Source: an optimization exercise on an open RTL-to-GDS flow (aim: a short achievable clock period and few clock cycles per item). Production flows keep margins and buffers that such runs may drop. The RTL was checked by simulation tests, not by an equivalence proof against the original design. No driver is modelled on the clock port, so clocking that relies on it looks cheaper here than on a real chip. No activity file was given, so power comes from the tool's default toggle rates.

oak:
Design rmw_counter_pipe, start of the top module:
module rmw_counter_pipe #(
    parameter int unsigned AW = 8,
    parameter int unsigned DW = 16,
    parameter int unsigned IW = 8
) (
    input  logic          clk,
    input  logic          rst_n,
    input  logic          cmd_valid,
    output logic          cmd_ready,
    input  logic [1:0]    cmd_op,
    input  logic [AW-1:0] cmd_addr,
    input  logic [IW-1:0] cmd_inc,
    output logic          rsp_valid,
    output logic [1:0]    rsp_op,
    output logic [AW-1:0] rsp_addr,
    output logic [DW-1:0] rsp_data,
    output logic          rsp_sat
);
==> flow/config.mk <==
export PLATFORM = sky130hd
export DESIGN_NAME = rmw_counter_pipe
export DESIGN_NICKNAME = rmw_counter_pipe
export VERILOG_FILES = /design/flow/design.v
export SDC_FILE = /design/flow/constraint.sdc
export NUM_CORES = 4
export LEC_CHECK = 0
export ABC_CLOCK_PERIOD_IN_PS = 1500
export CAP_MARGIN = 20
export CORE_MARGIN = 2
export CORE_UTILIZATION = 45
export CTS_CLUSTER_DIAMETER = 150
export CTS_CLUSTER_SIZE = 30
export SETUP_SLACK_MARGIN = 2.5
export SLEW_MARGIN = 20
export SYNTH_MEMORY_MAX_BITS = 8192
==> flow/constraint.sdc <==
create_clock -name core_clock -period 4.4 [get_ports {clk}]
set_input_delay 0.8800 -clock core_clock [delete_from_list [all_inputs] [get_ports {clk}]]
set_output_delay 0.8800 -clock core_clock [all_outputs]
set_load 0.01 [all_outputs]
standard.sh (not shown) runs the stock make flow with config.mk's settings and CLKGATE_MAP_FILE= SYNTH_SCRIPT=/design/flow/synth_recipe.tcl, a recipe that flattens the netlist after the stock synthesis.
==> flow/flow/run.sh <==
#!/bin/bash
# Standard ORFS layout with two changes at clock tree synthesis (flow/pre_cts.tcl): before it,
# each output port's register is moved beside the port's buffer; right after the tree is built,
# its root buffer is removed so the clock port drives the four first-level buffers directly,
# and those buffers and the ones they drive become inverters (two inversions keep the polarity).
# Timing repair then runs on that tree as usual.
set -euo pipefail
W=$(cd "$(dirname "$0")/.." && pwd)
cd "$W"
export PRE_CTS_TCL="$W/flow/pre_cts.tcl"
bash standard.sh finish > "$W/standard.log" 2>&1
==> flow/flow/pre_cts.tcl <==
# Before clock tree synthesis: pull the output registers beside their port buffers. After
# ORFS's own clock_tree_synthesis call: remove the tree's root buffer and make the two levels
# below the port inverters, before the timing repair that follows it in cts.tcl.
source [file join [file dirname [info script]] root_fix.tcl]
source [file join [file dirname [info script]] out_regs.tcl]
my_pull_output_regs
detailed_placement
check_placement -verbose
rename clock_tree_synthesis my_orig_clock_tree_synthesis
proc clock_tree_synthesis { args } {
  uplevel 1 [list my_orig_clock_tree_synthesis {*}$args]
  my_remove_clock_root clk
  my_invert_top_levels clk sky130_fd_sc_hd__clkinv_16
  detailed_placement
  estimate_parasitics -placement
  report_clock_latency
}
Other scripts of this flow, unchanged in this note and not shown: flow/flow/out_regs.tcl, flow/flow/root_fix.tcl
oak: done, clean on timing, DRC and antenna
Testbench counts of oak, summed over its fixed seeds: cycles 24,032, items 24,000.
Input-level comparison between pine and oak:
-- flow/flow/pre_cts.tcl --
<<< oak, line 13
  my_invert_top_levels clk sky130_fd_sc_hd__clkinv_16
>>> pine, line 13
  my_invert_top_levels clk sky130_fd_sc_hd__inv_16
Notes after the runs:
Diff pine..oak | clock-pin slew on the worst setup and hold paths | negligible. The run showing the greater final worst slack is oak. Proportion of power drawn by flip-flops and latches essentially unchanged between oak and pine. Per the comparison of pine with oak, minimum clock period after layout increased 0.022 ns, worst hold slack picked up an extra 0.020 ns, total iterations of the first detailed-routing run shows a reduction of 2, overall power of the completed layout closely matched the old numbers. Across both runs, flop-to-flop setup slack was lower for pine than for oak. Delta (pine minus oak): met3 track demand over resource rose by 0.37 points; via count has remained practically unchanged. Between pine and oak, it is pine whose critical path arrival is lower, by 0.02 ns. Having completed the whole flow, pine delivered a layout that passed the timing, design-rule and antenna checks.

---

job 101:
rmw_counter_pipe, a different RTL version from the one above (not shown whole).
==> flow/config.mk <==
export PLATFORM = sky130hd
export DESIGN_NAME = rmw_counter_pipe
export DESIGN_NICKNAME = rmw_counter_pipe
export VERILOG_FILES = /design/flow/design.v
export SDC_FILE = /design/flow/constraint.sdc
export NUM_CORES = 4
export LEC_CHECK = 0
export ABC_CLOCK_PERIOD_IN_PS = 1500
export CAP_MARGIN = 20
export CORE_MARGIN = 2
export CORE_UTILIZATION = 45
export CTS_CLUSTER_DIAMETER = 150
export CTS_CLUSTER_SIZE = 30
export SETUP_SLACK_MARGIN = 2.5
export SLEW_MARGIN = 20
export SYNTH_MEMORY_MAX_BITS = 8192
==> flow/constraint.sdc <==
create_clock -name core_clock -period 4.4 [get_ports {clk}]
set_input_delay 0.8800 -clock core_clock [delete_from_list [all_inputs] [get_ports {clk}]]
set_output_delay 0.8800 -clock core_clock [all_outputs]
set_load 0.01 [all_outputs]
==> flow/flow/run.sh <==
#!/bin/bash
# Standard ORFS layout with two changes at clock tree synthesis (flow/pre_cts.tcl): before it,
# each output port's register is moved beside the port's buffer; right after the tree is built,
# its root buffer is removed so the clock port drives the four first-level buffers directly.
# Timing repair then runs on that tree as usual.
set -euo pipefail
W=$(cd "$(dirname "$0")/.." && pwd)
cd "$W"
export PRE_CTS_TCL="$W/flow/pre_cts.tcl"
bash standard.sh finish > "$W/standard.log" 2>&1
==> flow/flow/pre_cts.tcl <==
# Before clock tree synthesis: pull the output registers beside their port buffers. After
# ORFS's own clock_tree_synthesis call: remove the tree's root buffer before the timing repair
# that follows it in cts.tcl.
source [file join [file dirname [info script]] root_fix.tcl]
source [file join [file dirname [info script]] out_regs.tcl]
my_pull_output_regs
detailed_placement
check_placement -verbose
rename clock_tree_synthesis my_orig_clock_tree_synthesis
proc clock_tree_synthesis { args } {
  uplevel 1 [list my_orig_clock_tree_synthesis {*}$args]
  my_remove_clock_root clk
  estimate_parasitics -placement
  report_clock_latency
}
==> flow/flow/root_fix.tcl <==
proc my_remove_clock_root { port } {
  set block [ord::get_db_block]
  set clk_net [[$block findBTerm $port] getNet]
  set root_iterms [$clk_net getITerms]
  if { [llength $root_iterms] != 1 } { return }
  set root [[lindex $root_iterms 0] getInst]
  set out_net ""
  foreach it [$root getITerms] {
    if { [$it isOutputSignal] } { set out_net [$it getNet] }
  }
  set loads {}
  foreach it [$out_net getITerms] {
    if { [$it getInst] != $root } { lappend loads $it }
  }
  puts "root buffer [$root getName] drives [llength $loads] pins"
  if { [llength $loads] > 4 } { return }
  set clk_name [$clk_net getName]
  set out_name [$out_net getName]
  foreach it $loads {
    set pin "[[$it getInst] getName]/[[$it getMTerm] getName]"
    disconnect_pin $out_name $pin
    connect_pin $clk_name $pin
  }
  delete_instance [$root getName]
  delete_net $out_name
  puts "removed root clock buffer; clock port now drives [llength $loads] buffers"
}
Other scripts of this flow, unchanged in this note and not shown: flow/flow/out_regs.tcl
Job 101 went all the way through synthesis, placement and routing and the layout is clean on timing, DRC and antenna.
Testbench counts of job 101, summed over its fixed seeds: cycles 24,032, items 24,000.
For job 102, these inputs were changed with respect to job 101:
==> flow/flow/run.sh <==
#!/bin/bash
# Standard ORFS layout with two changes at clock tree synthesis (flow/pre_cts.tcl): before it,
# each output port's register is moved beside the port's buffer; right after the tree is built,
# its root buffer is removed so the clock port drives the four first-level buffers directly,
# and those buffers and the ones they drive become inverters (two inversions keep the polarity).
# Timing repair then runs on that tree as usual.
set -euo pipefail
W=$(cd "$(dirname "$0")/.." && pwd)
cd "$W"
export PRE_CTS_TCL="$W/flow/pre_cts.tcl"
bash standard.sh finish > "$W/standard.log" 2>&1
==> flow/flow/pre_cts.tcl <==
# Before clock tree synthesis: pull the output registers beside their port buffers. After
# ORFS's own clock_tree_synthesis call: remove the tree's root buffer and make the two levels
# below the port inverters, before the timing repair that follows it in cts.tcl.
source [file join [file dirname [info script]] root_fix.tcl]
source [file join [file dirname [info script]] out_regs.tcl]
my_pull_output_regs
detailed_placement
check_placement -verbose
rename clock_tree_synthesis my_orig_clock_tree_synthesis
proc clock_tree_synthesis { args } {
  uplevel 1 [list my_orig_clock_tree_synthesis {*}$args]
  my_remove_clock_root clk
  my_invert_top_levels clk sky130_fd_sc_hd__clkinv_16
  detailed_placement
  estimate_parasitics -placement
  report_clock_latency
}
diff --git a/flow/flow/root_fix.tcl b/flow/flow/root_fix.tcl
--- a/flow/flow/root_fix.tcl
+++ b/flow/flow/root_fix.tcl
@@ -26,2 +26,49 @@
   puts "removed root clock buffer; clock port now drives [llength $loads] buffers"
 }
+
+# Turn the two buffer levels below the clock port into inverters (the port-driven level and
+# the level it drives), which together keep the clock's polarity: an inverter is one stage
+# where a buffer is two. Done only when every load of the port-driven level is a buffer.
+proc my_invert_top_levels { port master } {
+  set block [ord::get_db_block]
+  set clk_net [[$block findBTerm $port] getNet]
+  set l1 {}
+  set l2 {}
+  foreach it [$clk_net getITerms] {
+    set inst [$it getInst]
+    if { ![string match "*clkbuf*" [[$inst getMaster] getName]] } { return }
+    lappend l1 $inst
+    set out [[$inst findITerm X] getNet]
+    if { $out == "NULL" } { return }
+    foreach lt [$out getITerms] {
+      set li [$lt getInst]
+      if { $li == $inst } { continue }
+      if { ![string match "*clkbuf*" [[$li getMaster] getName]] } { return }
+      if { [[$li findITerm X] getNet] == "NULL" } { return }
+      lappend l2 $li
+    }
+  }
+  set n 0
+  foreach inst [concat $l1 $l2] {
+    my_buf_to_inv [$inst getName] $master
+    incr n
+  }
+  puts "clock tree: $n buffers in the top two levels replaced by $master"
+}
+
+# Replace buffer name by an inverter of the given master, at the same place on the same nets.
+proc my_buf_to_inv { name master } {
+  set block [ord::get_db_block]
+  set inst [$block findInst $name]
+  set loc [$inst getLocation]
+  set in_name [[[$inst findITerm A] getNet] getName]
+  set out_name [[[$inst findITerm X] getNet] getName]
+  delete_instance $name
+  set new "${name}_inv"
+  make_instance $new $master
+  connect_pin $in_name $new/A
+  connect_pin $out_name $new/Y
+  set ni [$block findInst $new]
+  $ni setLocation [lindex $loc 0] [lindex $loc 1]
+  $ni setPlacementStatus PLACED
+}
[summary]
Taking job 101 as the reference, in job 102 setup slack of the most critical reg-to-reg path went up 0.02 ns; period utilization fell by 3.4 points; worst voltage drop across the vdd grid -14%; worst path arrival time climbed 1.13 ns; sequential share of layout area now sits at about the same level.
Diff job 101 -> job 102: post-cts sizing count went down by 11, overall routed net length now sits at about the same level, routed metal-1 wire length rose by 0.40%, internal power of the cells fell by 0.45 mW, total power draw roughly the same.
Final design area excluding fillers delta (job 101 -> job 102): insignificant

## afterwards: timing with drivers on the ports
The results above use ideal ports. As a check the final layouts listed here were re-extracted and re-timed, cells and wires unchanged.
Step 1: set_driving_cell puts a clkbuf_16 on clk and a buf_2 on each other input, an assumption about the parent block.
Step 2 times the ports against the registers' clock, not the clock port: input delays grow and output delays shrink by t, the midpoint of the rising clock arrivals with the driver on.
Slacks: no drivers / after step 1 / after step 2; pairs: no drivers / after step 1.
run | t, ns | setup WS [ns] | hold WS [ns] | clock arrival spread, ns
oak | 0.870 | 2.165 / 2.081 / 1.908 | 0.299 / -0.030 / 0.338 | 0.067 / 0.068
pine | 0.791 | 2.143 / 2.143 / 1.879 | 0.319 / 0.028 / 0.338 | 0.094 / 0.094
job 101 | 0.906 | 2.245 / 2.064 / 1.718 | 0.178 / 0.192 / 0.324 | 0.090 / 0.088
job 102 | 0.871 | 2.396 / 2.106 / 1.878 | 0.328 / 0.219 / 0.328 | 0.066 / 0.065
After both steps setup and hold are still met in every run listed. The setup slack of job 101, which loses most, moves by -0.181 ns with the drivers and by -0.527 ns with both steps.
